From an optimization exercise on the open Yosys and OpenROAD flow, aimed at small area, a short achievable clock period and few clock cycles per item; shortcuts taken in it are not production practice. Only simulation tests tie the RTL to the original design; equivalence was not proved.

### flow/config.mk
export PLATFORM = sky130hd
export DESIGN_NAME = rs_bm_decoder
export DESIGN_NICKNAME = rs_bm_decoder
export VERILOG_FILES = /design/flow/design.v
export SDC_FILE = /design/flow/constraint.sdc
export NUM_CORES = 4
export LEC_CHECK = 0
export CAP_MARGIN = 20
export CORE_MARGIN = 2
export CORE_UTILIZATION = 40
export SLEW_MARGIN = 20
### flow/design.v
`default_nettype none
module gf256_to_comp (
    input  wire [7:0] i_x,
    output wire [7:0] o_c
);
    assign o_c[0] = i_x[0] ^ i_x[1] ^ i_x[3];
    assign o_c[1] = i_x[1] ^ i_x[5];
    assign o_c[2] = i_x[1] ^ i_x[3] ^ i_x[4] ^ i_x[7];
    assign o_c[3] = i_x[1] ^ i_x[2] ^ i_x[5];
    assign o_c[4] = i_x[4] ^ i_x[7];
    assign o_c[5] = i_x[1] ^ i_x[3] ^ i_x[4];
    assign o_c[6] = i_x[2] ^ i_x[5] ^ i_x[6];
    assign o_c[7] = i_x[5];
endmodule
module gf256_from_comp (
    input  wire [7:0] i_c,
    output wire [7:0] o_x
);
    assign o_x[0] = i_c[0] ^ i_c[2] ^ i_c[4];
    assign o_x[1] = i_c[1] ^ i_c[7];
    assign o_x[2] = i_c[1] ^ i_c[3];
    assign o_x[3] = i_c[1] ^ i_c[2] ^ i_c[4] ^ i_c[7];
    assign o_x[4] = i_c[2] ^ i_c[4] ^ i_c[5];
    assign o_x[5] = i_c[7];
    assign o_x[6] = i_c[1] ^ i_c[3] ^ i_c[6] ^ i_c[7];
    assign o_x[7] = i_c[2] ^ i_c[5];
endmodule
module gf16_mul (
    input  wire [3:0] i_a,
    input  wire [3:0] i_b,
    output wire [3:0] o_p
);
    logic [6:0] prod;
    always_comb
    begin
        prod = '0;
        for (int mi = 0; mi < 4; mi++)
        begin
            prod = prod ^ ({7{i_b[mi]}} & ({3'b0, i_a} << mi));
        end
        for (int ri = 6; ri >= 4; ri--)
        begin
            prod = prod ^ ({7{prod[ri]}} & (7'h13 << (ri - 4)));
        end
    end
    assign o_p = prod[3:0];
endmodule
module gf256_mul (
    input  wire [7:0] i_a,
    input  wire [7:0] i_b,
    output wire [7:0] o_p
);
    logic [3:0] hh;
    logic [3:0] ll;
    logic [3:0] mm;
    logic [3:0] hl;
    gf16_mul u_hh (.i_a(i_a[7:4]), .i_b(i_b[7:4]), .o_p(hh));
    gf16_mul u_ll (.i_a(i_a[3:0]), .i_b(i_b[3:0]), .o_p(ll));
    gf16_mul u_mm (.i_a(i_a[7:4] ^ i_a[3:0]), .i_b(i_b[7:4] ^ i_b[3:0]), .o_p(mm));
    gf16_mul u_hl (.i_a(hh), .i_b(4'd9), .o_p(hl));
    assign o_p = {mm ^ ll, ll ^ hl};
endmodule
module gf256_dot3 (
    input  wire [7:0] i_c,
    input  wire [7:0] i_a1,
    input  wire [7:0] i_b1,
    input  wire [7:0] i_a2,
    input  wire [7:0] i_b2,
    input  wire [7:0] i_a3,
    input  wire [7:0] i_b3,
    output wire [7:0] o_p
);
    function automatic logic [6:0] clmul4(input logic [3:0] a, input logic [3:0] b);
        logic [6:0] p;
        p = '0;
        for (int mi = 0; mi < 4; mi++)
        begin
            p = p ^ ({7{b[mi]}} & ({3'b0, a} << mi));
        end
        clmul4 = p;
    endfunction
    function automatic logic [3:0] red4(input logic [6:0] p);
        logic [6:0] q;
        q = p;
        for (int ri = 6; ri >= 4; ri--)
        begin
            q = q ^ ({7{q[ri]}} & (7'h13 << (ri - 4)));
        end
        red4 = q[3:0];
    endfunction
    logic [6:0] hh;
    logic [6:0] ll;
    logic [6:0] mm;
    logic [3:0] hh_r;
    logic [3:0] hl;
    assign hh = clmul4(i_a1[7:4], i_b1[7:4]) ^ clmul4(i_a2[7:4], i_b2[7:4]) ^ clmul4(i_a3[7:4], i_b3[7:4]);
    assign ll = clmul4(i_a1[3:0], i_b1[3:0]) ^ clmul4(i_a2[3:0], i_b2[3:0]) ^ clmul4(i_a3[3:0], i_b3[3:0]);
    assign mm = clmul4(i_a1[7:4] ^ i_a1[3:0], i_b1[7:4] ^ i_b1[3:0])
              ^ clmul4(i_a2[7:4] ^ i_a2[3:0], i_b2[7:4] ^ i_b2[3:0])
              ^ clmul4(i_a3[7:4] ^ i_a3[3:0], i_b3[7:4] ^ i_b3[3:0]);
    assign hh_r = red4(hh);
    gf16_mul u_hl (.i_a(hh_r), .i_b(4'd9), .o_p(hl));
    assign o_p = i_c ^ {red4(mm ^ ll), red4(ll) ^ hl};
endmodule
module gf256_inv_pre (
    input  wire [7:0] i_x,
    output wire [3:0] o_a1,
    output wire [3:0] o_s,      
    output wire [3:0] o_d
);
    logic [3:0] a1a0;
    logic [3:0] sq1;
    logic [3:0] sq0;
    logic [3:0] sq1l;
    gf16_mul u_m10 (.i_a(i_x[7:4]), .i_b(i_x[3:0]), .o_p(a1a0));
    gf16_mul u_sq1 (.i_a(i_x[7:4]), .i_b(i_x[7:4]), .o_p(sq1));
    gf16_mul u_sq0 (.i_a(i_x[3:0]), .i_b(i_x[3:0]), .o_p(sq0));
    gf16_mul u_lam (.i_a(sq1), .i_b(4'd9), .o_p(sq1l));
    assign o_a1 = i_x[7:4];
    assign o_s  = i_x[7:4] ^ i_x[3:0];
    assign o_d  = sq1l ^ a1a0 ^ sq0;
endmodule
module gf256_inv_post (
    input  wire [3:0] i_a1,
    input  wire [3:0] i_s,
    input  wire [3:0] i_d,
    output wire [7:0] o_y
);
    localparam logic [63:0] INV16 = 64'h834a5c2f67bde910;
    logic [3:0] dinv;
    assign dinv = INV16[4*i_d +: 4];
    gf16_mul u_r1 (.i_a(i_a1), .i_b(dinv), .o_p(o_y[7:4]));
    gf16_mul u_r0 (.i_a(i_s),  .i_b(dinv), .o_p(o_y[3:0]));
endmodule
`default_nettype wire
`timescale 1ns/100ps
`default_nettype none
module rs_bm_decoder (
    input  wire         i_clock,
    input  wire         i_arst_n,
    input  wire         i_start,
    input  wire  [47:0] i_synd,
    output logic [35:0] o_locator,
    output logic        o_ready
);
    logic       busy_q;
    logic       ready_q;
    logic [2:0] step_q;      
    logic       accept;
    logic       last;
    logic [7:0] q_q [0:5];
    logic [7:0] c_q [1:3];
    logic       xb1_q;
    logic [7:0] xb_q [2:3];
    logic [3:0] ib_a1_q;
    logic [3:0] ib_s_q;
    logic [3:0] ib_d_q;
    logic [7:0] b_inv;
    logic [2:0] len_q;
    logic [7:0] disc;
    logic [7:0] inv_in;
    logic [3:0] inv_a1;
    logic [3:0] inv_s;
    logic [3:0] inv_d;
    logic [7:0] scale;
    logic       take_p4;
    logic [7:0] upd2_in;
    logic [7:0] upd2;
    logic [7:0] upd3;
    logic       len_update;
    logic       s1_zero;
    logic       all_zero;
    logic [7:0] synd_c [0:5];
    logic [7:0] sigma [1:3];
    assign accept  = i_start && !busy_q;
    assign last    = (step_q == 3'd5);
    assign s1_zero = (i_synd[7:0] == 8'h00);
    assign all_zero = (i_synd == 48'h0);
    for (genvar j = 0; j < 6; j++)
    begin : g_in
        gf256_to_comp u_to (.i_x(i_synd[8*j +: 8]), .o_c(synd_c[j]));
    end
    gf256_dot3 u_disc (
        .i_c  (q_q[0]),
        .i_a1 (c_q[1]), .i_b1 (q_q[1]),
        .i_a2 (c_q[2]), .i_b2 (q_q[2]),
        .i_a3 (c_q[3]), .i_b3 (q_q[3]),
        .o_p  (disc)
    );
    assign inv_in = busy_q ? disc : synd_c[0];
    gf256_inv_pre u_inv_pre (.i_x(inv_in), .o_a1(inv_a1), .o_s(inv_s), .o_d(inv_d));
    gf256_inv_post u_inv_post (.i_a1(ib_a1_q), .i_s(ib_s_q), .i_d(ib_d_q), .o_y(b_inv));
    gf256_mul u_scale (.i_a(disc), .i_b(b_inv), .o_p(scale));
    assign take_p4 = busy_q && (step_q == 3'd4) && (len_q == 3'd1);
    assign upd2_in = take_p4 ? q_q[3] : xb_q[2];
    gf256_mul u_upd2 (.i_a(scale), .i_b(upd2_in), .o_p(upd2));
    gf256_mul u_upd3 (.i_a(scale), .i_b(xb_q[3]), .o_p(upd3));
    assign len_update = busy_q && (disc != 8'h00) && ({len_q, 1'b0} <= {1'b0, step_q});
    always_ff @(posedge i_clock or negedge i_arst_n)
    begin
        if (!i_arst_n)
        begin
            busy_q  <= 1'b0;
            ready_q <= 1'b0;
            step_q  <= 3'd0;
        end
        else if (accept)
        begin
            busy_q  <= !all_zero;
            ready_q <= all_zero;
            step_q  <= 3'd1;
        end
        else if (busy_q)
        begin
            step_q <= step_q + 3'd1;
            if (last)
            begin
                busy_q  <= 1'b0;
                ready_q <= 1'b1;
            end
        end
    end
    always_ff @(posedge i_clock)
    begin
        if (accept)
        begin
            q_q[0] <= synd_c[1];
            q_q[1] <= synd_c[0];
            q_q[2] <= synd_c[5];
            q_q[3] <= synd_c[4];
            q_q[4] <= synd_c[3];
            q_q[5] <= synd_c[2];
            c_q[1] <= synd_c[0];
            c_q[2] <= 8'h00;
            c_q[3] <= 8'h00;
            xb1_q   <= !s1_zero;
            xb_q[2] <= {7'b0, s1_zero};
            xb_q[3] <= 8'h00;
            ib_a1_q <= inv_a1;      
            ib_s_q  <= {inv_s[3:1], inv_s[0] | s1_zero};
            ib_d_q  <= {inv_d[3:1], inv_d[0] | s1_zero};
            len_q  <= {2'b0, !s1_zero};
        end
        else
        begin
            q_q[0] <= q_q[5] ^ (take_p4 ? upd2 : 8'h00);
            for (int i = 1; i <= 5; i++)
            begin
                q_q[i] <= q_q[i-1];
            end
            c_q[1] <= c_q[1] ^ (scale & {8{xb1_q}});
            c_q[2] <= c_q[2] ^ (take_p4 ? 8'h00 : upd2);
            c_q[3] <= c_q[3] ^ upd3;
            if (last)
            begin
                xb1_q   <= 1'b0;
                xb_q[2] <= 8'h00;
                xb_q[3] <= 8'h00;
            end
            else if (len_update)
            begin
                xb1_q   <= 1'b1;     
                xb_q[2] <= c_q[1];
                xb_q[3] <= c_q[2];
            end
            else
            begin
                xb1_q   <= 1'b0;     
                xb_q[2] <= {7'b0, xb1_q};
                xb_q[3] <= xb_q[2];
            end
            if (len_update)
            begin
                ib_a1_q <= inv_a1;
                ib_s_q  <= inv_s;
                ib_d_q  <= inv_d;
                len_q  <= step_q + 3'd1 - len_q;
            end
        end
    end
    for (genvar k = 1; k <= 3; k++)
    begin : g_out
        gf256_from_comp u_from (.i_c(c_q[k]), .o_x(sigma[k]));
    end
    assign o_locator = {sigma[3], sigma[2], sigma[1], 8'h01, len_q, (len_q > 3'd3)};
    assign o_ready   = ready_q;
endmodule
`default_nettype wire
### flow/flow/upsize_regs.tcl
# Give the registers that drive many loads a stronger flip-flop of the same
# kind (drive strength only): C, the multiplier taps Q1..Q3 of the syndromes,
# XB1 and the busy flag.
read_db $::env(SYNTH_ODB)
read_liberty $::env(LIB_FILE)
set n 0
foreach inst [get_cells *] {
  set name [get_property $inst name]
  set m [get_property $inst ref_name]
  if { $m eq "sky130_fd_sc_hd__dfxtp_1" && [regexp {^(c_q|q_q\[[123]\]|xb1_q)} $name] } {
    replace_cell $inst sky130_fd_sc_hd__dfxtp_2
    incr n
  } elseif { $m eq "sky130_fd_sc_hd__dfrtp_1" && [regexp {^busy_q} $name] } {
    replace_cell $inst sky130_fd_sc_hd__dfrtp_2
    incr n
  }
}
puts "upsized $n registers"
write_db $::env(SYNTH_ODB)
### flow/flow/abc.script
strash
&get -n
&st
&dch
&nf -R 1000
&put
topo
stime -c
buffer -c
upsize -c
dnsize -c
### flow/constraint.sdc
create_clock -name core_clock -period 19.0 [get_ports {i_clock}]
set_input_delay 3.8000 -clock core_clock [delete_from_list [all_inputs] [get_ports {i_clock}]]
set_output_delay 3.8000 -clock core_clock [all_outputs]
set_load 0.01 [all_outputs]
### flow/flow/run.sh
#!/bin/bash
# The standard layout (standard.sh) with two changes:
#  - synthesis maps the logic with flow/abc.script in place of ORFS's
#    abc_speed.script; everything else in synthesis (register mapping,
#    flattening, renaming) is synth_recipe.tcl as is;
#  - the port buffers that global placement inserts are sky130_fd_sc_hd__buf_1
#    rather than the cell buffer_ports picks by itself (a delay cell);
#  - after synthesis, flow/upsize_regs.tcl gives the registers with many
#    loads the next drive strength of their own flip-flop type.
set -euo pipefail
work=$(cd "$(dirname "$0")/.." && pwd)
cat > "$work/own_synth.tcl" <<TCL
# Yosys's abc with this flow's script; every other argument as ORFS gives it
proc abc {args} {
  set i [lsearch -exact \$args -script]
  if { \$i >= 0 } { lset args [expr { \$i + 1 }] {$work/flow/abc.script} }
  yosys abc {*}\$args
}
source {$work/synth_recipe.tcl}
TCL
args=(SYNTH_SCRIPT="$work/own_synth.tcl" "BUFFER_PORTS_ARGS=-buffer_cell sky130_fd_sc_hd__buf_1")
bash "$work/standard.sh" "${args[@]}" synth > "$work/flow_make_synth.log" 2>&1
SYNTH_ODB="$work/orfs/results/$FLOW_PLATFORM/rs_bm_decoder/base/1_synth.odb" \
LIB_FILE="$FLOW_HOME/platforms/$FLOW_PLATFORM/lib/sky130_fd_sc_hd__tt_025C_1v80.lib" \
  openroad -no_splash -exit "$work/flow/upsize_regs.tcl" > "$work/upsize_regs.log" 2>&1
bash "$work/standard.sh" "${args[@]}" finish > "$work/flow_make.log" 2>&1
### flow/standard.sh
#!/bin/bash
# synth_recipe.tcl (not shown) runs the flow's synth.tcl, then flattens the netlist and writes it again
# the make line also repeats each setting of config.mk as NAME=value (left out here)
make -C /OpenROAD-flow-scripts/flow DESIGN_CONFIG=/design/flow/config.mk WORK_HOME=/design/flow/orfs CLKGATE_MAP_FILE= SYNTH_SCRIPT=/design/flow/synth_recipe.tcl "${@:-finish}"
==> flow_summary.ini, run 1 <==
[outcome]
status = finished clean

[cts]
clk_pin_slew_ns = 0.08
h-tree-depth = 3
clock_path_buffers = 2
clk-insertion-delay-late_ns = 0.37
cts_buffers = 9
cts-hold-fix-buffers = 0
cts_root_buf = clkbuf_16
post_cts_buffers = 0
cts_tree = done
ctsResizeCount = 0
cts_sinks = 109

[timing]
maxSlewHeadroom_pct = 34.5
setup_viol = 0
max_freq_mhz = 167
period_share_pct = 31.5
hold_viol = 0
min_period_ns = 5.98
rsz0062_at_grt = false
worstMarginPinSlew_ns = 0.976
finalMaxSlewViolations = 0
fin_skew_ns = 0.0136
setup_tns_ns = 0

[logic_synthesis]
synth-edff-count = 13
ys_area_um2 = 10900
avgSynthCellArea_um2 = 7.89
synth_top_family_by_area = XOR/XNOR gates
synth-simple-area-share_pct = 19.6
yosysMostFrequentCell = xnor2_1
synth_ff_type = dfxtp_1
synthTopCellsByCount = xnor2_1, nand2_1, nor2_1
muxShareOfSynthArea_pct = 1.74
ys_ff_latch = 109
synth_cells = 1391
yosysWarningCount = 11
synth-adder-area-share_pct = 2.93
ys_seq_area_share_pct = 21.4
synth-compound-area-share_pct = 5.19
syn_area_um2 = 11000
synth_area_leader_cell = xnor2_1
synth-xor-area-share_pct = 44.5
synthTopCellsByArea = xnor2_1, dfxtp_1, nand2_1
synth.top_cell.area_share_pct = 28.8
postSynth.asyncResetShare_pct = 4.59
synth.distinct_cells = 47

[die]
die_h_um = 170
die_w_um = 170
die_area_um2 = 28800
ioPinCount = 88
rows = 60
core-area_um2 = 27000
initial_core_util_pct = 40.7

[placed_design]
dpl.hpwl_um = 22700
port_buffers = 79
routabilityCongestion = 0.891
placedCellCount = 1751

[detailed_routing]
drc_errors = 0
vias = 8728
viasPerCell = 4.94
drt.antenna.violating_nets = 0
dr.pass1.iters = 5
wl_per_cell_um = 16.3
wl_um = 28900
initialDrtViolationCount = 417

[global_routing]
grt_overflow_total = 0
grt_max_degree = 71
grt_usage_pct = 20.5
antenna_found_initial = 0
grt_pass1_vias = 8365
grt_pass1_wl_um = 45900

[cells_and_area]
layout.cells.non_filler = 1767
syn_to_final_growth_pct = 7.11
n_antenna_cell = 0
regArea_um2 = 2400
drive_gt1_share_pct = 8.84
fill_cells = 2684
fin_nets = 1497
multi_input_area_um2 = 8140

[critical_path]
cp_slowest_cell = a21oi_1
cp.arrival_ns = 6.07
slowest_delay_ns = 0.42
cp_cell_sequence = buf_1 -> xnor2_1 -> xnor2_1 -> xor2_1 -> nor2_1 -> a21oi_1 -> inv_1 -> ha_1 -> xnor2_1 -> xnor2_1 -> xnor2_1 -> o21ai_0
setup.worst_path.class = in2reg
required_ns = 19.09
start_kind = input port
critPathCaptureType = flop
critPathMostFrequentCell = xnor2_1
cp_max_fo = 6

[min_path]
hold_class = reg2reg

[run]
drv_cap = 0
[through the flow]
stage | instance area (µm²) | worst slack (ns) | util [%] | hold slack, ns
5_1_grt | 11800 | 12.45 | 43.6 | 0.473
2_1_floorplan | 11000 | 13.10 | - | 0.399
6_report | 11800 | 13.02 | 43.6 | 0.436
3_3_place_gp | 11400 | 12.70 | 42.4 | 0.407
4_1_cts | 11800 | 13.01 | 43.6 | 0.439
3_5_place_dp | 11400 | 12.64 | 42.4 | 0.418
[layout by cell type, fill, tap and decap left out, types with 5 or more instances in the layout]
cell type	synthesis	routed
xnor2_1	359	359
nand2_1	276	276
nor2_1	150	150
xor2_1	108	108
buf_1	3	79
dfxtp_2	0	49
a21oi_1	44	44
dfxtp_1	91	42
o21ai_0	37	37
inv_1	33	33
xnor2_2	33	33
ha_1	24	24
nand2b_1	22	21
nor2b_1	22	21
mux2i_1	19	19
edfxtp_1	13	13
nand3_1	11	11
clkbuf_16	0	9
nor4_1	8	8
conb_1	2	8
o21ai_1	7	7
and3_1	7	7
xor2_2	6	6
xnor2_4	5	5
clkinv_8	0	5
buf_4	17	5
[logic make-up after synthesis]
| kind of cell | after synthesis |
|---|---|
| and+or+nand+nor | 512 |
| xor gates and xnor gates | 511 |
| DFF | 109 |
| buffers and inverters | 108 |
| AOI/OAI and AO/OA | 105 |
| adders and majority gates | 25 |
| muxes | 19 |
| other | 2 |
[worst max-delay path: cells and delay by family]
family                   cells  cell delay [ns]
AO/OA/AOI/OAI                2             0.52
AND/OR/NAND/NOR              1             0.07
XOR/XNOR                     6             1.18
adder cells (fa/ha/maj)      1             0.22
buffers and inverters        2             0.27
[worst paths after layout]
| kind | endpoint | cells after the start | slack, ns | from |
|---|---|---|---|---|
| worst max-delay path | ib_d_q[0]$_DFFE_PP_ | 12 | 13.02 | i_synd[4] |
| max in group asynchronous | busy_q$_DFF_PN0_ | 1 | 15.49 | i_arst_n |
| min in group asynchronous | ready_q$_DFFE_PN0P_ | 1 | 3.27 | i_arst_n |
| worst max register to register | q_q[0][5]$_DFF_P_ | 23 | 13.06 | c_q[2][7]$_SDFF_PP0_ |
| worst min-delay path | q_q[5][5]$_DFF_P_ | 2 | 0.44 | q_q[4][5]$_DFF_P_ |
| worst min register to register | q_q[5][5]$_DFF_P_ | 2 | 0.44 | q_q[4][5]$_DFF_P_ |
[area by class of cell]
class                   count  area share, %
clock buffers               9           1.91
clock inverters             7          0.862
well taps                 341           3.63
repair buffers             84           2.84
flip-flops and latches    109           20.4
multi-input cells        1180           69.2
inverters                  37           1.18
[flip-flops by register name, summed over array words and instances (netlist names)]
register	flops
q_q	48
c_q	24
xb_q	16
ib_a1_q	4
ib_d_q	4
ib_s_q	4
len_q	3
step_q	3
busy_q	1
ready_q	1
xb1_q	1
[metal layers]
metal | vias to the layer above | global-route usage [%] | routed length, µm
met5 | - | 0 | 0
met4 | 0 | 6.76 | 808
met3 | 46 | 2.52 | 1100
met2 | 220 | 35.7 | 14000
met1 | 4099 | 26.4 | 13000
li1 | 4363 | - | -
Testbench counts, summed over its fixed seeds: cycles 9,223, decodes 1,600.
==> run 2: changes to the inputs <==
--- a/flow/flow/run.sh
+++ b/flow/flow/run.sh
@@ -18,7 +18,7 @@
 }
 source {$work/synth_recipe.tcl}
 TCL
-args=(SYNTH_SCRIPT="$work/own_synth.tcl" "BUFFER_PORTS_ARGS=-buffer_cell sky130_fd_sc_hd__buf_1")
+args=(SYNTH_SCRIPT="$work/own_synth.tcl" SETUP_SLACK_MARGIN=13.6 "BUFFER_PORTS_ARGS=-buffer_cell sky130_fd_sc_hd__buf_1")
 bash "$work/standard.sh" "${args[@]}" synth > "$work/flow_make_synth.log" 2>&1
 SYNTH_ODB="$work/orfs/results/$FLOW_PLATFORM/rs_bm_decoder/base/1_synth.odb" \
 LIB_FILE="$FLOW_HOME/platforms/$FLOW_PLATFORM/lib/sky130_fd_sc_hd__tt_025C_1v80.lib" \
==> flow_summary.ini, run 2 <==
[outcome]
status = finished clean

[cts]
h-tree-depth = 3
cts-hold-fix-buffers = 0
cts_root_buf = clkbuf_16
clk-insertion-delay-late_ns = 0.36
clock_path_buffers = 2
cts_tree = done
clk_pin_slew_ns = 0.09
cts_sinks = 109
cts_buffers = 9

[logic_synthesis]
yosysMostFrequentCell = xnor2_1
synth_ff_type = dfxtp_1
synthTopCellsByArea = xnor2_1, dfxtp_1, nand2_1
avgSynthCellArea_um2 = 7.89
postSynth.asyncResetShare_pct = 4.59
synthTopCellsByCount = xnor2_1, nand2_1, nor2_1
ys_ff_latch = 109
synth_cells = 1391
synth.top_cell.area_share_pct = 28.8
ys_seq_area_share_pct = 21.4
syn_area_um2 = 11000
yosysWarningCount = 11
ys_area_um2 = 10900
synth_area_leader_cell = xnor2_1
synth.distinct_cells = 47
synth-edff-count = 13

[cells_and_area]
fin_nets = 1556
final_area_um2 = 13000
top_regs = q_q x48, c_q x24, xb_q x16
largest_reg_flops = 48
final_common_cell = xnor2_1
syn_to_final_growth_pct = 18.4
top_register = q_q
n_antenna_cell = 0
final_cell_mix = xnor2_1, nand2_1, nor2_1
drive_gt1_share_pct = 18.5
fin_util_pct = 48.2

[detailed_routing]
drc_errors = 0
dr.pass1.iters = 5
drt.antenna.violating_nets = 0
viasPerCell = 4.93
wl_um = 30500
vias = 9004
initialDrtViolationCount = 585
wl_per_cell_um = 16.7

[die]
ioPinCount = 88
rows = 60
core-area_um2 = 27000
die_area_um2 = 28800
die_h_um = 170
initial_core_util_pct = 40.7
die_w_um = 170

[timing]
setup_ws_ns = 13.59
min_period_ns = 5.41
rsz0062_at_grt = true
setup_tns_ns = 0
hold_viol = 0
max_freq_mhz = 185
period_share_pct = 28.5
fin_skew_ns = 0.0121
worstMarginPinSlew_ns = 0.763
finalMaxSlewViolations = 0
maxSlewHeadroom_pct = 49.1
setup_viol = 0

[critical_path]
crit_start = i_synd[4]
required_ns = 19.09
timing.rr.start = c_q[1][1]$_DFF_P_
setup.worst_path.class = in2reg
cp.arrival_ns = 5.50
start_kind = input port
critPathCaptureType = flop
cp_max_fo = 3

[global_routing]
grt_pass1_wl_um = 46900
antenna_found_initial = 0
grt_overflow_total = 0
grt_usage_pct = 21.1
grt_pass1_vias = 8449
grt_max_degree = 73

[placed_design]
port_buffers = 79
routabilityCongestion = 0.937
dpl.hpwl_um = 22800
placed_area_um2 = 11500
place_worst_setup_slack_ns = 12.77

[min_path]
hold_class = reg2reg
min_from = q_q[4][7]$_DFF_P_

[run]
drv_cap = 0
## run 2: cell count changes in the layout (fill, tap and decap cells not counted), moves of 5 or more
| cell | delta |
|---|---|
| xnor2_2 | +44 |
| dfxtp_2 | -7 |
| xor2_4 | +5 |
| xor2_1 | -15 |
| xnor2_1 | -55 |
| dfxtp_4 | +7 |
| a21oi_1 | -6 |
| xnor2_4 | +11 |
| buf_4 | +58 |
| a21oi_2 | +6 |
| xor2_2 | +10 |
## run 2: worst paths after layout
| kind | slack (ns) | to | depth (start not counted) |
|---|---|---|---|
| max in group asynchronous | 15.51 | busy_q$_DFF_PN0_ | 1 |
| setup / recovery | 13.59 | ib_d_q[0]$_DFFE_PP_ | 12 |
| hold / removal | 0.43 | q_q[5][7]$_DFF_P_ | 2 |
| min in group asynchronous | 3.27 | ready_q$_DFFE_PN0P_ | 1 |
| setup reg to reg | 13.85 | q_q[0][7]$_DFF_P_ | 25 |
| hold reg to reg | 0.43 | q_q[5][7]$_DFF_P_ | 2 |
## run 2: per-layer routing
| metal | GRT usage [%] | wire length, µm | vias up |
|---|---|---|---|
| met4 | 7.54 | 695 | 0 |
| met3 | 2.24 | 1490 | 40 |
| met2 | 35.6 | 14900 | 253 |
| li1 | - | - | 4477 |
| met1 | 28.0 | 13500 | 4234 |
| met5 | 0 | 0 | - |
## run 2: critical path: stages
cell and delay (ns):
buf_12 0.11, xnor2_4 0.14, xnor2_2 0.22, xor2_2 0.20
nor2_1 0.08, a21oi_2 0.15, inv_1 0.06, ha_2 0.18
xnor2_2 0.15, xnor2_2 0.21, xnor2_1 0.13, o21ai_1 0.08
## run 2: cell families (layout without fill, tap and decap cells)
group                      Yosys count  after routing  share of synthesized area, %
xor gates and xnor gates           511            511                          44.5
buffers and inverters              108            196                          4.57
adders and majority gates           25             25                          2.93
muxes                               19             19                          1.74
DFF                                109            109                          21.4
and+or+nand+nor                    512            512                          19.6
AOI/OAI and AO/OA                  105            105                          5.19
other                                2              8                        0.0688
## run 2: what timing repair did
action                                  in CTS  in global routing
gates resized for setup                     42                 69
endpoints found under the setup margin      24                 43
buffers inserted                            21                 39
pin swaps                                   16                 37
hold endpoints to repair                     0                  0
## run 2: final cells by class
class / count / area, µm²
clock buffer: 9 / 225
clock inverter: 7 / 72.6
fill: 2535 / 13900
inverter: 37 / 141
multi-input combinational: 1180 / 8900
sequential: 109 / 2420
tap: 341 / 427
timing repair buffer: 143 / 822
## run 2: stage by stage
stage / std cells / hold WS (ns)
floorplan: 1397 / 0.399
global placement: 1750 / 0.411
detailed placement: 1750 / 0.413
CTS: 1787 / 0.431
global route: 1826 / 0.453
finish: 1826 / 0.428
==> run 3: changes to the inputs <==
--- a/flow/flow/run.sh
+++ b/flow/flow/run.sh
@@ -18,7 +18,7 @@
 }
 source {$work/synth_recipe.tcl}
 TCL
-args=(SYNTH_SCRIPT="$work/own_synth.tcl" SETUP_SLACK_MARGIN=13.6 "BUFFER_PORTS_ARGS=-buffer_cell sky130_fd_sc_hd__buf_1")
+args=(SYNTH_SCRIPT="$work/own_synth.tcl" SETUP_SLACK_MARGIN=13.2 "BUFFER_PORTS_ARGS=-buffer_cell sky130_fd_sc_hd__buf_1")
 bash "$work/standard.sh" "${args[@]}" synth > "$work/flow_make_synth.log" 2>&1
 SYNTH_ODB="$work/orfs/results/$FLOW_PLATFORM/rs_bm_decoder/base/1_synth.odb" \
 LIB_FILE="$FLOW_HOME/platforms/$FLOW_PLATFORM/lib/sky130_fd_sc_hd__tt_025C_1v80.lib" \
==> flow_summary.ini, run 3 <==
[critical_path]
cp_slowest_cell = xnor2_1
setup.worst_path.class = in2reg
cp_max_fo = 6
critPathMostFrequentCell = xnor2_1
required_ns = 19.12
cp_cell_sequence = buf_2 -> xnor2_2 -> xnor2_2 -> xor2_2 -> nor2_1 -> a21oi_2 -> inv_1 -> ha_2 -> xnor2_1 -> xnor2_1 -> xnor2_1 -> xnor2_1
timing.rr.start = q_q[3][1]$_DFF_P_
r2r_slack_ns = 13.45
reg2reg_depth = 24
slowest_delay_ns = 0.28
critPathCaptureType = flop
worstReg2RegEnd = q_q[0][6]$_DFF_P_
critPathBufInv = 2
cp.arrival_ns = 5.78
cp_top_family = XOR/XNOR gates
start_kind = input port

[detailed_routing]
dr.pass1.iters = 5
initialDrtViolationCount = 452
drt.antenna.violating_nets = 0
viasPerCell = 4.93
wl_um = 29000
met1_length_um = 13200
dr.max_layer_used = met4
drc_errors = 0
wl_met2_um = 14000
wl_per_cell_um = 16.3
vias = 8797
met3_wirelength_um = 914

[cts]
clk_pin_slew_ns = 0.09
cts_sinks = 109
h-tree-depth = 3
cts_buffers = 9
clock_path_buffers = 2
cts_tree = done
cts-hold-fix-buffers = 0
clk-insertion-delay-late_ns = 0.37
cts_root_buf = clkbuf_16

[die]
initial_core_util_pct = 40.7
ioPinCount = 88
die_w_um = 170
rows = 60
core-area_um2 = 27000
die_area_um2 = 28800
die_h_um = 170

[global_routing]
antenna_found_initial = 0
grt_pass1_vias = 8396
grt_pass1_wl_um = 45800
grt_usage_pct = 20.5
grt_max_degree = 63
grt_overflow_total = 0

[logic_synthesis]
synth_area_leader_cell = xnor2_1
yosysMostFrequentCell = xnor2_1
synth.distinct_cells = 47
ys_area_um2 = 10900
synth.top_cell.area_share_pct = 28.8
synth-edff-count = 13
synthTopCellsByArea = xnor2_1, dfxtp_1, nand2_1
ys_seq_area_share_pct = 21.4
syn_area_um2 = 11000
avgSynthCellArea_um2 = 7.89
postSynth.asyncResetShare_pct = 4.59
ys_ff_latch = 109
yosysWarningCount = 11
synth_ff_type = dfxtp_1
synth_cells = 1391
synthTopCellsByCount = xnor2_1, nand2_1, nor2_1

[timing]
setup_viol = 0
fin_skew_ns = 0.0170
period_share_pct = 29.8
min_period_ns = 5.66
hold_viol = 0
setup_tns_ns = 0
maxSlewHeadroom_pct = 56.2
finalMaxSlewViolations = 0
max_freq_mhz = 177
worstMarginPinSlew_ns = 0.657
rsz0062_at_grt = true

[min_path]
min_to = q_q[5][7]$_DFF_P_
min_from = q_q[4][7]$_DFF_P_
whs_path_depth = 2
hold_class = reg2reg

[cells_and_area]
fill_cells = 2636
syn_to_final_growth_pct = 11.2
drive_gt1_share_pct = 12.1
final_common_cell = xnor2_1
top_regs = q_q x48, c_q x24, xb_q x16
final_cell_mix = xnor2_1, nand2_1, nor2_1
layout.cells.non_filler = 1784
fin_nets = 1514
top_register = q_q
n_antenna_cell = 0
largest_reg_flops = 48

[placed_design]
placedCellCount = 1751
port_buffers = 79
routabilityCongestion = 0.901
dpl.hpwl_um = 22700

[outcome]
status = finished clean

[run]
drv_cap = 0
run 3: how the worst max path moves through the flow:
stage / from / end / depth (start not counted)
6_report: i_synd[4] / ib_d_q[1]$_DFFE_PP_ / 12
5_1_grt: ib_d_q[0]$_DFFE_PP_ / q_q[0][5]$_DFF_P_ / 24
4_1_cts: ib_d_q[0]$_DFFE_PP_ / q_q[0][1]$_DFF_P_ / 22
3_5_place_dp: i_synd[3] / ib_d_q[1]$_DFFE_PP_ / 12
3_3_place_gp: i_synd[3] / ib_d_q[1]$_DFFE_PP_ / 12
2_1_floorplan: i_synd[3] / ib_d_q[1]$_DFFE_PP_ / 11
run 3: final cells by class:
type / instances / area [µm²] / area share (%)
multi-input combinational: 1180 / 8470 / 69.3
sequential: 109 / 2400 / 19.6
timing repair buffer: 101 / 464 / 3.80
tap: 341 / 427 / 3.49
clock buffer: 9 / 225 / 1.84
inverter: 37 / 139 / 1.14
clock inverter: 7 / 88.8 / 0.727
run 3: worst reg2reg max path, cell delays in order (launching register included):
cell	delay [ns]
dfxtp_2	0.50
xor2_1	0.31
nor2b_1	0.21
xnor2_1	0.10
xnor2_1	0.27
xnor2_1	0.15
xnor2_1	0.33
xnor2_1	0.18
xnor2_2	0.45
nand2_1	0.13
xnor2_1	0.31
xnor2_1	0.21
xnor2_2	0.14
buf_4	0.17
xor2_4	0.30
inv_2	0.08
nor2_1	0.12
xor2_1	0.18
xnor2_1	0.19
xnor2_2	0.17
xnor2_1	0.11
xnor2_1	0.45
nand2_1	0.14
xor2_1	0.16
o21ai_1	0.07
run 3: through the flow:
stage / area [µm²] / util (%) / setup WS [ns] / hold WS, ns
5_1_grt: 12200 / 45.3 / 13.15 / 0.461
3_3_place_gp: 11400 / 42.4 / 12.84 / 0.407
3_5_place_dp: 11400 / 42.4 / 12.85 / 0.410
2_1_floorplan: 11000 / - / 13.23 / 0.399
6_report: 12200 / 45.3 / 13.34 / 0.432
4_1_cts: 11800 / 43.8 / 13.22 / 0.432
run 3: per-layer routing:
metal	up-vias	GRT usage [%]
met5	-	0
met4	0	7.25
met3	47	1.94
met2	208	35.7
met1	4150	26.4
li1	4392	-
run 3: cells by family (layout without fill, tap and decap cells):
group | Yosys count | in the layout | share of synthesized area, %
and+or+nand+nor | 512 | 512 | 19.6
xor gates and xnor gates | 511 | 511 | 44.5
DFF | 109 | 109 | 21.4
buffers and inverters | 108 | 154 | 4.57
AOI/OAI and AO/OA | 105 | 105 | 5.19
adders and majority gates | 25 | 25 | 2.93
muxes | 19 | 19 | 1.74
other | 2 | 8 | 0.0688
run 3: repair_timing:
action	4_1_cts	5_1_grt
setup buffers	1	16
gates resized for setup	3	43
cloned	0	0
pin swaps	2	13
setup endpoints to repair	2	21
==> run 4: changes to the inputs <==
--- a/flow/flow/run.sh
+++ b/flow/flow/run.sh
@@ -1,12 +1,19 @@
 #!/bin/bash
-# The standard layout (standard.sh) with two changes:
+# The standard layout (standard.sh, ORFS at the design's clock and constraints)
+# with these changes:
 #  - synthesis maps the logic with flow/abc.script in place of ORFS's
 #    abc_speed.script; everything else in synthesis (register mapping,
-#    flattening, renaming) is synth_recipe.tcl as is;
+#    flattening, renaming) is synth_recipe.tcl as is, so the registers are the
+#    standard synthesis's;
+#  - after synthesis, flow/upsize_regs.tcl gives the registers with many
+#    loads the next drive strength of their own flip-flop type;
 #  - the port buffers that global placement inserts are sky130_fd_sc_hd__buf_1
 #    rather than the cell buffer_ports picks by itself (a delay cell);
-#  - after synthesis, flow/upsize_regs.tcl gives the registers with many
-#    loads the next drive strength of their own flip-flop type.
+#  - ORFS's repair_timing steps aim for 13.2 ns of setup slack
+#    (SETUP_SLACK_MARGIN), so they also speed up the paths the 19 ns clock
+#    leaves slack on.
+# Each tool's output goes to a log file in the work folder (flow_make_synth.log,
+# upsize_regs.log, flow_make.log; ORFS's own logs under orfs/logs/).
 set -euo pipefail
 work=$(cd "$(dirname "$0")/.." && pwd)
 cat > "$work/own_synth.tcl" <<TCL
==> flow/flow/abc.script (replaced) <==
strash
&get -n
&st
&dch
&nf -R 1000
&st
&dch
&nf -R 1000
&put
topo
stime -c
buffer -c
upsize -c
dnsize -c
==> flow_summary.ini, run 4 <==
[critical_path]
r2r_slack_ns = 13.44
critPathMostFrequentCell = xnor2_1
critPathBufInv = 2
setup.worst_path.class = in2reg
worstReg2RegEnd = q_q[0][5]$_DFF_P_
cp_slowest_cell = ha_1
cp_cell_sequence = buf_1 -> xnor2_1 -> xnor2_2 -> nor2_1 -> a21oi_2 -> inv_1 -> ha_1 -> xnor2_1 -> xnor2_1 -> xnor2_1 -> xnor2_1
cp_top_family = XOR/XNOR gates
critPathCaptureType = flop
crit_start = i_synd[4]
cp.arrival_ns = 5.82
required_ns = 19.11
timing.rr.start = c_q[2][3]$_SDFF_PP0_
reg2reg_depth = 23
start_kind = input port
cp_max_fo = 5
slowest_delay_ns = 0.32

[logic_synthesis]
synth-adder-area-share_pct = 2.96
avgSynthCellArea_um2 = 7.71
synth-edff-count = 13
ys_ff_latch = 109
postSynth.asyncResetShare_pct = 4.59
synth_top_family_by_area = XOR/XNOR gates
synth.distinct_cells = 55
synth_cells = 1412
synth_area_leader_cell = xnor2_1
muxShareOfSynthArea_pct = 1.50
yosysMostFrequentCell = xnor2_1
ys_area_um2 = 10800
synthTopCellsByArea = xnor2_1, dfxtp_1, xor2_1
synth-compound-area-share_pct = 6.96
synth.top_cell.area_share_pct = 26.1
synth_ff_type = dfxtp_1
yosysWarningCount = 11
synth-simple-area-share_pct = 20.0
synth-xor-area-share_pct = 41.8
synthTopCellsByCount = xnor2_1, nand2_1, nor2_1
ys_seq_area_share_pct = 21.6
syn_area_um2 = 10900

[global_routing]
antenna_found_initial = 0
grt_max_degree = 61
grt_overflow_total = 0
grt_pass1_vias = 8577
grt_pass1_wl_um = 48000
grt_usage_pct = 21.7

[detailed_routing]
wl_per_cell_um = 17.1
initialDrtViolationCount = 601
vias = 9122
drt.antenna.violating_nets = 0
wl_um = 31200
drc_errors = 0
viasPerCell = 5.00
dr.pass1.iters = 5

[cts]
cts-hold-fix-buffers = 0
cts_sinks = 109
clock_path_buffers = 2
clk_pin_slew_ns = 0.08
cts_buffers = 9
clk-insertion-delay-late_ns = 0.36
h-tree-depth = 3
cts_root_buf = clkbuf_16
cts_tree = done

[placed_design]
dpl.hpwl_um = 23700
routabilityCongestion = 0.968
placed_area_um2 = 11300
port_buffers = 79

[cells_and_area]
syn_to_final_growth_pct = 13.0
final_common_cell = xnor2_1
fill_cells = 2608
top_regs = q_q x48, c_q x24, xb_q x16
drive_gt1_share_pct = 13.4
largest_reg_flops = 48
n_antenna_cell = 0
final_cell_mix = xnor2_1, nand2_1, nor2_1
top_register = q_q
fin_nets = 1554
final_area_um2 = 12300

[timing]
rsz0062_at_grt = false
min_period_ns = 5.71
hold_viol = 0
setup_viol = 0
worstMarginPinSlew_ns = 1.06
fin_skew_ns = 0.00927
max_freq_mhz = 175
setup_tns_ns = 0
maxSlewHeadroom_pct = 29.0
finalMaxSlewViolations = 0
period_share_pct = 30.0

[die]
die_w_um = 169
die_area_um2 = 28600
rows = 60
ioPinCount = 88
die_h_um = 169
core-area_um2 = 26800
initial_core_util_pct = 40.6

[run]
drv_cap = 0

[min_path]
min_to = q_q[5][4]$_DFF_P_
whs_path_depth = 2
min_from = q_q[4][4]$_DFF_P_
hold_class = reg2reg

[outcome]
status = finished clean
run 4: cell count changes after synthesis, sizes merged, moves of 5 or more:
cell,before,now
nor2,150,189
clkbuf,28,17
buf,43,53
nor3,2,10
nand2,276,266
xor2,114,138
nand3,11,5
nand2b,22,7
mux2i,19,14
xnor2,397,350
a21oi,44,62
run 4: worst reg2reg max path, cell delays in order (launching register included):
cell     delay, ns
dfxtp_4       0.47
nand2_2       0.11
xor2_2        0.19
xnor2_2       0.29
xnor2_1       0.14
xnor2_1       0.16
xnor2_1       0.42
xnor2_2       0.26
buf_4         0.22
xor2_1        0.26
nand2_1       0.13
xnor2_1       0.19
xnor2_1       0.47
xnor2_2       0.23
xnor2_2       0.43
nor2_1        0.12
xnor2_1       0.31
xnor2_1       0.14
xnor2_1       0.16
xnor2_1       0.31
nand2_1       0.12
xnor2_1       0.14
nor2_1        0.11
a21oi_2       0.04
run 4: cells by family after synthesis:
kind of cell / count (synthesis)
buffers and inverters: 110
AOI/OAI and AO/OA: 135
other: 2
adders and majority gates: 25
xor gates and xnor gates: 488
muxes: 16
and+or+nand+nor: 527
DFF: 109
run 4: final cells by class:
| class | instances | area, µm² | share of cell area, % |
|---|---|---|---|
| multi-input cells | 1199 | 8400 | 68.3 |
| flip-flops and latches | 109 | 2410 | 19.6 |
| repair buffers | 119 | 602 | 4.89 |
| well taps | 341 | 427 | 3.47 |
| clock buffers | 10 | 250 | 2.03 |
| inverters | 40 | 150 | 1.22 |
| clock inverters | 6 | 61.3 | 0.498 |
run 4: worst max path at each step:
stage / endpoint / slack, ns / depth (start not counted)
6_report: ib_d_q[1]$_DFFE_PP_ / 13.29 / 11
5_1_grt: q_q[0][1]$_DFF_P_ / 13.13 / 27
4_1_cts: q_q[0][5]$_DFF_P_ / 13.06 / 26
3_5_place_dp: ib_d_q[2]$_DFFE_PP_ / 12.61 / 11
3_3_place_gp: ib_d_q[2]$_DFFE_PP_ / 12.62 / 11
2_1_floorplan: ib_d_q[1]$_DFFE_PP_ / 13.22 / 11
run 4: metal layers:
| layer | track usage, % | wire length, µm | vias up | share of wire [%] |
|---|---|---|---|---|
| met2 | 36.6 | 14800 | 248 | 48 |
| met4 | 7.66 | 957 | 0 | 3.1 |
| met3 | 1.99 | 1440 | 47 | 4.6 |
| met5 | 0 | 0 | - | 0 |
| met1 | 29.0 | 14000 | 4288 | 45 |
| li1 | - | - | 4539 | - |
run 4: what timing repair did:
action	CTS	global route
gates cloned	0	0
endpoints found under the setup margin	17	27
buffers inserted	0	34
pin swaps	0	17
hold endpoints to repair	0	0
gates resized for setup	11	50
run 4: per-stage QoR:
stage | instances | util (%) | worst slack, ns | hold WS [ns]
5_1_grt | 1824 | 45.9 | 13.13 | 0.465
6_report | 1824 | 45.9 | 13.29 | 0.424
2_1_floorplan | 1418 | - | 13.22 | 0.392
3_5_place_dp | 1774 | 42.1 | 12.61 | 0.404
3_3_place_gp | 1774 | 42.1 | 12.62 | 0.402
4_1_cts | 1790 | 43.6 | 13.06 | 0.424
==> run 5: changes to the inputs <==
==> flow/flow/abc.script (replaced) <==
strash
&get -n
&st
&dch
&nf -R 1000
&put
topo
stime -c
buffer -c
upsize -c
dnsize -c
==> flow_summary.ini, run 5 <==
[global_routing]
grt_overflow_total = 0
antenna_found_initial = 0
grt_pass1_wl_um = 45800
grt_usage_pct = 20.5
grt_max_degree = 63
grt_pass1_vias = 8396

[timing]
fin_skew_ns = 0.0170
maxSlewHeadroom_pct = 56.2
setup_viol = 0
max_freq_mhz = 177
rsz0062_at_grt = true
worstMarginPinSlew_ns = 0.657
min_period_ns = 5.66
whs_ns = 0.432
period_share_pct = 29.8
finalMaxSlewViolations = 0
setup_tns_ns = 0
hold_viol = 0

[cts]
clock_path_buffers = 2
h-tree-depth = 3
cts_tree = done
clk_pin_slew_ns = 0.09
cts_root_buf = clkbuf_16
cts_sinks = 109
clk-insertion-delay-late_ns = 0.37
cts_buffers = 9

[die]
die_w_um = 170
initial_core_util_pct = 40.7
rows = 60
die_h_um = 170
core-area_um2 = 27000
ioPinCount = 88
die_area_um2 = 28800

[cells_and_area]
largest_reg_flops = 48
drive_gt1_share_pct = 12.1
syn_to_final_growth_pct = 11.2
top_regs = q_q x48, c_q x24, xb_q x16
final_area_um2 = 12200
fin_nets = 1514
final_cell_mix = xnor2_1, nand2_1, nor2_1
top_register = q_q
final_common_cell = xnor2_1
fill_cells = 2636
n_antenna_cell = 0
layout.cells.non_filler = 1784

[run]
drv_cap = 0

[detailed_routing]
wl_per_cell_um = 16.3
drt.antenna.violating_nets = 0
initialDrtViolationCount = 452
viasPerCell = 4.93
drc_errors = 0
wl_um = 29000
vias = 8797
dr.pass1.iters = 5

[logic_synthesis]
avgSynthCellArea_um2 = 7.89
synth.top_cell.area_share_pct = 28.8
ys_seq_area_share_pct = 21.4
yosysMostFrequentCell = xnor2_1
synth_cells = 1391
ys_area_um2 = 10900
synth_ff_type = dfxtp_1
yosysWarningCount = 11
synthTopCellsByArea = xnor2_1, dfxtp_1, nand2_1
ys_ff_latch = 109
synth-edff-count = 13
synth.distinct_cells = 47
postSynth.asyncResetShare_pct = 4.59
syn_area_um2 = 11000
synthTopCellsByCount = xnor2_1, nand2_1, nor2_1
synth_area_leader_cell = xnor2_1

[min_path]
min_from = q_q[4][7]$_DFF_P_
min_to = q_q[5][7]$_DFF_P_
hold_class = reg2reg
whs_path_depth = 2

[placed_design]
routabilityCongestion = 0.901
dpl.hpwl_um = 22700
placed_area_um2 = 11400
placedCellCount = 1751
port_buffers = 79

[critical_path]
r2r_slack_ns = 13.45
critPathCaptureType = flop
start_kind = input port
setup.worst_path.class = in2reg
cp_max_fo = 6
cp.arrival_ns = 5.78
worstReg2RegEnd = q_q[0][6]$_DFF_P_
reg2reg_depth = 24
timing.rr.start = q_q[3][1]$_DFF_P_
required_ns = 19.12

[outcome]
status = finished clean
==> run 5: changes by cell type in the layout (fill, tap and decap cells not counted), sizes merged, moves of 5 or more <==
cell    before  now
nand2      266  276
buf        118  100
xor2       138  114
nor3        10    2
xnor2      350  397
mux2i       14   19
nor2       189  150
a21oi       62   44
nand2b       7   22
nand3        5   11
==> run 5: stage by stage <==
step	setup slack (ns)	util, %
floorplan	13.23	-
global placement	12.84	42.4
detailed placement	12.85	42.4
CTS	13.22	43.8
global route	13.15	45.3
finish	13.34	45.3
==> run 5: how the worst max path moves through the flow <==
stage | depth (start not counted) | slack [ns] | endpoint | from
3_5_place_dp | 12 | 12.85 | ib_d_q[1]$_DFFE_PP_ | i_synd[3]
4_1_cts | 22 | 13.22 | q_q[0][1]$_DFF_P_ | ib_d_q[0]$_DFFE_PP_
3_3_place_gp | 12 | 12.84 | ib_d_q[1]$_DFFE_PP_ | i_synd[3]
2_1_floorplan | 11 | 13.23 | ib_d_q[1]$_DFFE_PP_ | i_synd[3]
5_1_grt | 24 | 13.15 | q_q[0][5]$_DFF_P_ | ib_d_q[0]$_DFFE_PP_
6_report | 12 | 13.34 | ib_d_q[1]$_DFFE_PP_ | i_synd[4]
==> run 5: kinds of logic after synthesis <==
| group | Yosys count | synth area share (%) |
|---|---|---|
| AND/OR/NAND/NOR | 512 | 19.6 |
| adder cells (fa/ha/maj) | 25 | 2.93 |
| AO/OA/AOI/OAI | 105 | 5.19 |
| multiplexers | 19 | 1.74 |
| other | 2 | 0.0688 |
| buffers and inverters | 108 | 4.57 |
| flip-flops | 109 | 21.4 |
| XOR/XNOR | 511 | 44.5 |
==> run 5: worst max-delay path, cell delays in order <==
cell,delay [ns]
buf_2,0.13
xnor2_2,0.15
xnor2_2,0.23
xor2_2,0.18
nor2_1,0.07
a21oi_2,0.27
inv_1,0.09
ha_2,0.19
xnor2_1,0.13
xnor2_1,0.28
xnor2_1,0.13
xnor2_1,0.13
==> run 5: metal layers <==
metal | routed length [µm] | GRT usage, % | up-vias
met5 | 0 | 0 | -
met4 | 889 | 7.25 | 0
met3 | 914 | 1.94 | 47
met2 | 14000 | 35.7 | 208
met1 | 13200 | 26.4 | 4150
li1 | - | - | 4392
==> run 5: cell type report <==
cell class | instances | area, µm² | area share [%]
repair buffers | 101 | 464 | 3.80
well taps | 341 | 427 | 3.49
inverters | 37 | 139 | 1.14
clock buffers | 9 | 225 | 1.84
multi-input cells | 1180 | 8470 | 69.3
flip-flops and latches | 109 | 2400 | 19.6
clock inverters | 7 | 88.8 | 0.727
==> run 5: repair_timing <==
action / in CTS / in global routing
setup endpoints to repair: 2 / 21
resized for setup: 3 / 43
buffers inserted: 1 / 16
pin swaps: 2 / 13
hold buffers: 0 / 0
==> run 6: changes to the inputs <==
==> flow/flow/abc.script (replaced) <==
strash
&get -n
&st
&dch
&nf -R 1000
&put
topo
stime -c
upsize -c
dnsize -c
==> flow_summary.ini, run 6 <==
[outcome]
status = finished clean

[logic_synthesis]
synth-compound-area-share_pct = 5.38
synth-xor-area-share_pct = 45.0
avgSynthCellArea_um2 = 7.96
syn_area_um2 = 10600
ys_seq_area_share_pct = 22.2
synthTopCellsByArea = xnor2_1, dfxtp_1, nand2_1
muxShareOfSynthArea_pct = 1.80
postSynth.asyncResetShare_pct = 4.59
synth_cells = 1332
ys_area_um2 = 10500
synth-edff-count = 13
synth-simple-area-share_pct = 20.4
synth_area_leader_cell = xnor2_1
yosysMostFrequentCell = xnor2_1
synth.top_cell.area_share_pct = 30.7
synth_ff_type = dfxtp_1
ys_ff_latch = 109
synth-adder-area-share_pct = 3.04
synthTopCellsByCount = xnor2_1, nand2_1, nor2_1
yosysWarningCount = 11
synth_top_family_by_area = XOR/XNOR gates
synth.distinct_cells = 47

[cells_and_area]
final_cell_mix = xnor2_1, nand2_1, nor2_1
fin_util_pct = 46.1
top_register = q_q
largest_reg_flops = 48
drive_gt1_share_pct = 11.0
n_antenna_cell = 0
top_regs = q_q x48, c_q x24, xb_q x16
fill_cells = 2548
final_common_cell = xnor2_1
syn_to_final_growth_pct = 13.2
fin_nets = 1507
layout.cells.non_filler = 1771

[timing]
rsz0062_at_grt = true
setup_viol = 0
fin_skew_ns = 0.0144
setup_tns_ns = 0
finalMaxSlewViolations = 0
period_share_pct = 29.8
maxSlewHeadroom_pct = 39.3
max_freq_mhz = 177
hold_viol = 0
setup_ws_ns = 13.35
worstMarginPinSlew_ns = 0.910
min_period_ns = 5.65

[detailed_routing]
wl_per_cell_um = 16.2
dr.pass1.iters = 5
vias = 8678
wl_um = 28800
drc_errors = 0
drt.antenna.violating_nets = 0
initialDrtViolationCount = 483
viasPerCell = 4.90

[global_routing]
grt_pass1_vias = 8362
grt_pass1_wl_um = 45500
grt_max_degree = 55
grt_usage_pct = 20.7
antenna_found_initial = 0
grt_overflow_total = 0

[die]
die_w_um = 167
rows = 59
initial_core_util_pct = 40.7
core-area_um2 = 26100
die_area_um2 = 27800
die_h_um = 167
ioPinCount = 88

[cts]
cts_sinks = 109
clk_pin_slew_ns = 0.09
cts_tree = done
cts_root_buf = clkbuf_16
h-tree-depth = 3
clk-insertion-delay-late_ns = 0.37
cts-hold-fix-buffers = 0
cts_buffers = 9
clock_path_buffers = 2

[critical_path]
start_kind = input port
cp_max_fo = 5
required_ns = 19.11
critPathCaptureType = flop
setup.worst_path.class = in2reg
cp.arrival_ns = 5.76

[run]
drv_cap = 0

[placed_design]
dpl.hpwl_um = 22300
placedCellCount = 1744
port_buffers = 79
place_worst_setup_slack_ns = 12.76
routabilityCongestion = 0.902

[min_path]
hold_class = reg2reg
-- run 6: cell types whose count changed after synthesis, sizes merged --
cell / change
clkinv: +33
clkbuf: -28
and2b: -3
nor2b: +3
buf: -31
nor4bb: -1
inv: -33
and4bb: +1
-- run 6: critical path, cell delays in order --
cell      delay, ns
buf_1          0.22
xor2_1         0.28
xnor2_1        0.15
nor2_1         0.07
a21oi_1        0.34
clkinv_1       0.12
ha_1           0.23
xor2_1         0.15
xnor2_1        0.13
xnor2_1        0.18
xnor2_1        0.08
-- run 6: worst paths after layout --
| path | endpoint | startpoint | slack (ns) | cells after the start |
|---|---|---|---|---|
| worst min-delay path | q_q[5][7]$_DFF_P_ | q_q[4][7]$_DFF_P_ | 0.46 | 2 |
| worst max-delay path | ib_d_q[2]$_DFFE_PP_ | i_synd[5] | 13.35 | 11 |
| worst min register to register | q_q[5][7]$_DFF_P_ | q_q[4][7]$_DFF_P_ | 0.46 | 2 |
| worst max register to register | q_q[0][5]$_DFF_P_ | c_q[1][2]$_DFF_P_ | 13.47 | 23 |
| max in group asynchronous | busy_q$_DFF_PN0_ | i_arst_n | 15.49 | 1 |
| min in group asynchronous | step_q[0]$_DFFE_PN0P_ | i_arst_n | 3.28 | 1 |
-- run 6: cell type report --
cell class / count / area (µm²) / area share (%)
clock buffers: 9 / 225 / 1.88
clock inverters: 7 / 81.3 / 0.678
inverters: 37 / 139 / 1.16
multi-input cells: 1180 / 8330 / 69.4
flip-flops and latches: 109 / 2400 / 20.0
well taps: 335 / 419 / 3.49
repair buffers: 94 / 412 / 3.43
-- run 6: layer usage --
metal	track usage (%)	share of wire, %	vias up
li1	-	-	4383
met1	26.5	44	4043
met2	35.5	48	197
met3	2.50	4.1	55
met4	8.17	3.4	0
met5	0	0	-
-- run 6: cells by family after synthesis --
family | count (synthesis)
AND/OR/NAND/NOR | 512
buffers and inverters | 49
adder cells (fa/ha/maj) | 25
XOR/XNOR | 511
flip-flops | 109
AO/OA/AOI/OAI | 105
multiplexers | 19
other | 2
-- run 6: per-stage QoR --
step	hold WS, ns	cell area (µm²)
final	0.457	12000
after global routing	0.460	12000
after detailed placement	0.442	11300
after CTS	0.466	11700
after global placement	0.435	11300
after floorplan	0.399	10700
-- run 6: repair_timing --
item	CTS	global route
endpoints found under the setup margin	17	27
buffers inserted	2	9
pin swaps	1	8
gates resized for setup	3	34
==> run 7: changes to the inputs <==
--- a/flow/flow/run.sh
+++ b/flow/flow/run.sh
@@ -9,7 +9,7 @@
 #    loads the next drive strength of their own flip-flop type;
 #  - the port buffers that global placement inserts are sky130_fd_sc_hd__buf_1
 #    rather than the cell buffer_ports picks by itself (a delay cell);
-#  - ORFS's repair_timing steps aim for 13.2 ns of setup slack
+#  - ORFS's repair_timing steps aim for 13.0 ns of setup slack
 #    (SETUP_SLACK_MARGIN), so they also speed up the paths the 19 ns clock
 #    leaves slack on.
 # Each tool's output goes to a log file in the work folder (flow_make_synth.log,
@@ -25,7 +25,7 @@
 }
 source {$work/synth_recipe.tcl}
 TCL
-args=(SYNTH_SCRIPT="$work/own_synth.tcl" SETUP_SLACK_MARGIN=13.2 "BUFFER_PORTS_ARGS=-buffer_cell sky130_fd_sc_hd__buf_1")
+args=(SYNTH_SCRIPT="$work/own_synth.tcl" SETUP_SLACK_MARGIN=13.0 "BUFFER_PORTS_ARGS=-buffer_cell sky130_fd_sc_hd__buf_1")
 bash "$work/standard.sh" "${args[@]}" synth > "$work/flow_make_synth.log" 2>&1
 SYNTH_ODB="$work/orfs/results/$FLOW_PLATFORM/rs_bm_decoder/base/1_synth.odb" \
 LIB_FILE="$FLOW_HOME/platforms/$FLOW_PLATFORM/lib/sky130_fd_sc_hd__tt_025C_1v80.lib" \
==> flow/flow/abc.script (replaced) <==
strash
&get -n
&st
&dch
&nf -R 1000
&put
topo
stime -c
buffer -c
upsize -c
dnsize -c
==> flow_summary.ini, run 7 <==
[timing]
finalMaxSlewViolations = 0
rsz0062_at_grt = true
setup_tns_ns = 0
hold_viol = 0
worstMarginPinSlew_ns = 0.787
period_share_pct = 30.7
min_period_ns = 5.84
setup_viol = 0
fin_skew_ns = 0.0154
maxSlewHeadroom_pct = 47.2
max_freq_mhz = 171

[cells_and_area]
drive_gt1_share_pct = 10.1
final_cell_mix = xnor2_1, nand2_1, nor2_1
final_area_um2 = 12000
top_register = q_q
top_regs = q_q x48, c_q x24, xb_q x16
syn_to_final_growth_pct = 9.37
final_common_cell = xnor2_1
n_antenna_cell = 0
fin_nets = 1500
fill_cells = 2654
largest_reg_flops = 48

[critical_path]
setup.worst_path.class = in2reg
start_kind = input port
reg2reg_depth = 23
cp_max_fo = 6
required_ns = 19.09
critPathCaptureType = flop
cp.arrival_ns = 5.92

[cts]
cts_tree = done
clock_path_buffers = 2
cts_buffers = 9
clk_pin_slew_ns = 0.08
clk-insertion-delay-late_ns = 0.37
cts_sinks = 109
h-tree-depth = 3
cts_root_buf = clkbuf_16
cts-hold-fix-buffers = 0

[detailed_routing]
viasPerCell = 4.94
vias = 8741
dr.pass1.iters = 5
drt.antenna.violating_nets = 0
wl_um = 29000
drc_errors = 0
wl_per_cell_um = 16.4
initialDrtViolationCount = 379

[die]
initial_core_util_pct = 40.7
die_h_um = 170
die_w_um = 170
die_area_um2 = 28800
rows = 60
ioPinCount = 88
core-area_um2 = 27000

[logic_synthesis]
synth_cells = 1391
ys_ff_latch = 109
synthTopCellsByCount = xnor2_1, nand2_1, nor2_1
synth-xor-area-share_pct = 44.5
synth_area_leader_cell = xnor2_1
synth-adder-area-share_pct = 2.93
synth-simple-area-share_pct = 19.6
ys_area_um2 = 10900
syn_area_um2 = 11000
synth_ff_type = dfxtp_1
postSynth.asyncResetShare_pct = 4.59
avgSynthCellArea_um2 = 7.89
synth_top_family_by_area = XOR/XNOR gates
synth.distinct_cells = 47
yosysMostFrequentCell = xnor2_1
synth-edff-count = 13
ys_seq_area_share_pct = 21.4
yosysWarningCount = 11
synth.top_cell.area_share_pct = 28.8
synthTopCellsByArea = xnor2_1, dfxtp_1, nand2_1
muxShareOfSynthArea_pct = 1.74
synth-compound-area-share_pct = 5.19

[global_routing]
grt_usage_pct = 20.5
grt_overflow_total = 0
grt_max_degree = 71
grt_pass1_vias = 8365
grt_pass1_wl_um = 45900
antenna_found_initial = 0

[placed_design]
dpl.hpwl_um = 22700
port_buffers = 79
routabilityCongestion = 0.891
placed_area_um2 = 11400

[min_path]
hold_class = reg2reg
whs_path_depth = 2

[outcome]
status = finished clean

[run]
drv_cap = 0
[run 7: per-stage QoR]
step                worst slack [ns]  util [%]  cells  hold slack [ns]
CTS                            13.01      43.6   1767            0.439
global route                   12.91      44.6   1770            0.473
global placement               12.70      42.4   1751            0.407
finish                         13.16      44.6   1770            0.435
detailed placement             12.64      42.4   1751            0.418
floorplan                      13.10         -   1397            0.399
[run 7: final cells by class]
| cell class | count | area, µm² | area share, % |
|---|---|---|---|
| Sequential cell | 109 | 2400 | 20.0 |
| Multi-Input combinational cell | 1180 | 8360 | 69.6 |
| Tap cell | 341 | 427 | 3.55 |
| Clock inverter | 7 | 101 | 0.844 |
| Clock buffer | 9 | 225 | 1.88 |
| Inverter | 37 | 139 | 1.16 |
| Timing Repair Buffer | 87 | 357 | 2.97 |
[run 7: what timing repair did]
action                                  4_1_cts  5_1_grt
gates resized for setup                       0       26
endpoints found under the setup margin        0       18
buffers inserted                              0        3
[run 7: kinds of logic after synthesis]
family                   after synthesis
flip-flops                           109
XOR/XNOR                             511
AO/OA/AOI/OAI                        105
buffers and inverters                108
AND/OR/NAND/NOR                      512
adder cells (fa/ha/maj)               25
multiplexers                          19
other                                  2
[run 7: critical path: stages]
cell and delay, ns:
buf_1 0.18, xnor2_1 0.16, xnor2_1 0.18, xor2_1 0.30, nor2_1 0.09, a21oi_2 0.28, inv_1 0.09, ha_1 0.22
xnor2_1 0.13, xnor2_1 0.26, xnor2_1 0.15, o21ai_0 0.10
[run 7: layer usage]
metal  routed length, µm  vias up  global-route usage (%)  share of wire [%]
met2               14000      223                    35.7                 48
met5                   0        -                       0                  0
li1                    -     4369                       -                  -
met1               13000     4105                    26.4                 45
met3                1190       44                    2.52                4.1
met4                 767        0                    6.76                2.6
[run 7: path summary, 6_finish.rpt]
check                                      from             endpoint  slack, ns
setup / recovery                      i_synd[4]  ib_d_q[0]$_DFFE_PP_      13.16
hold / removal                q_q[4][5]$_DFF_P_    q_q[5][5]$_DFF_P_       0.43
setup reg to reg           c_q[2][3]$_SDFF_PP0_    q_q[0][5]$_DFF_P_      13.25
hold reg to reg               q_q[4][5]$_DFF_P_    q_q[5][5]$_DFF_P_       0.43
max in group asynchronous              i_arst_n     busy_q$_DFF_PN0_      15.50
min in group asynchronous              i_arst_n  ready_q$_DFFE_PN0P_       3.26

==> static timing again, ports no longer ideal <==
No port has a modelled driver above. Below, the same layouts with a new extraction and two added sets of constraints.
Step 1: set_driving_cell puts a clkbuf_16 on i_clock and a buf_2 on each other input, an assumption about the parent block.
Step 2 times the ports against the registers' clock, not the clock port: input delays grow and output delays shrink by t, the midpoint of the rising clock arrivals with the driver on.
Slacks: ideal ports / drivers / drivers and shift; pairs: ideal ports / drivers.
run	t, ns	setup slack, ns	worst hold slack (ns)	latest minus earliest clock arrival (ns)	slew at the worst register clock pin (ns)
run 1	0.409	13.017 / 13.041 / 12.632	0.436 / 0.436 / 0.436	0.014 / 0.014	0.09 / 0.09
run 2	0.402	13.587 / 13.583 / 13.180	0.428 / 0.428 / 0.428	0.012 / 0.013	0.09 / 0.09
run 3	0.406	13.340 / 13.365 / 12.958	0.432 / 0.432 / 0.432	0.017 / 0.017	0.09 / 0.09
run 4	0.405	13.293 / 13.318 / 12.912	0.424 / 0.424 / 0.424	0.009 / 0.009	0.08 / 0.08
run 5	0.406	13.340 / 13.365 / 12.958	0.432 / 0.432 / 0.432	0.017 / 0.017	0.09 / 0.09
run 6	0.406	13.347 / 13.371 / 12.965	0.457 / 0.457 / 0.457	0.014 / 0.014	0.09 / 0.09
run 7	0.410	13.161 / 13.186 / 12.776	0.435 / 0.435 / 0.435	0.015 / 0.016	0.09 / 0.09
After both steps every run listed still meets setup and hold. The setup slack of run 2, which loses most, moves by -0.004 ns with the drivers and by -0.407 ns with both steps.
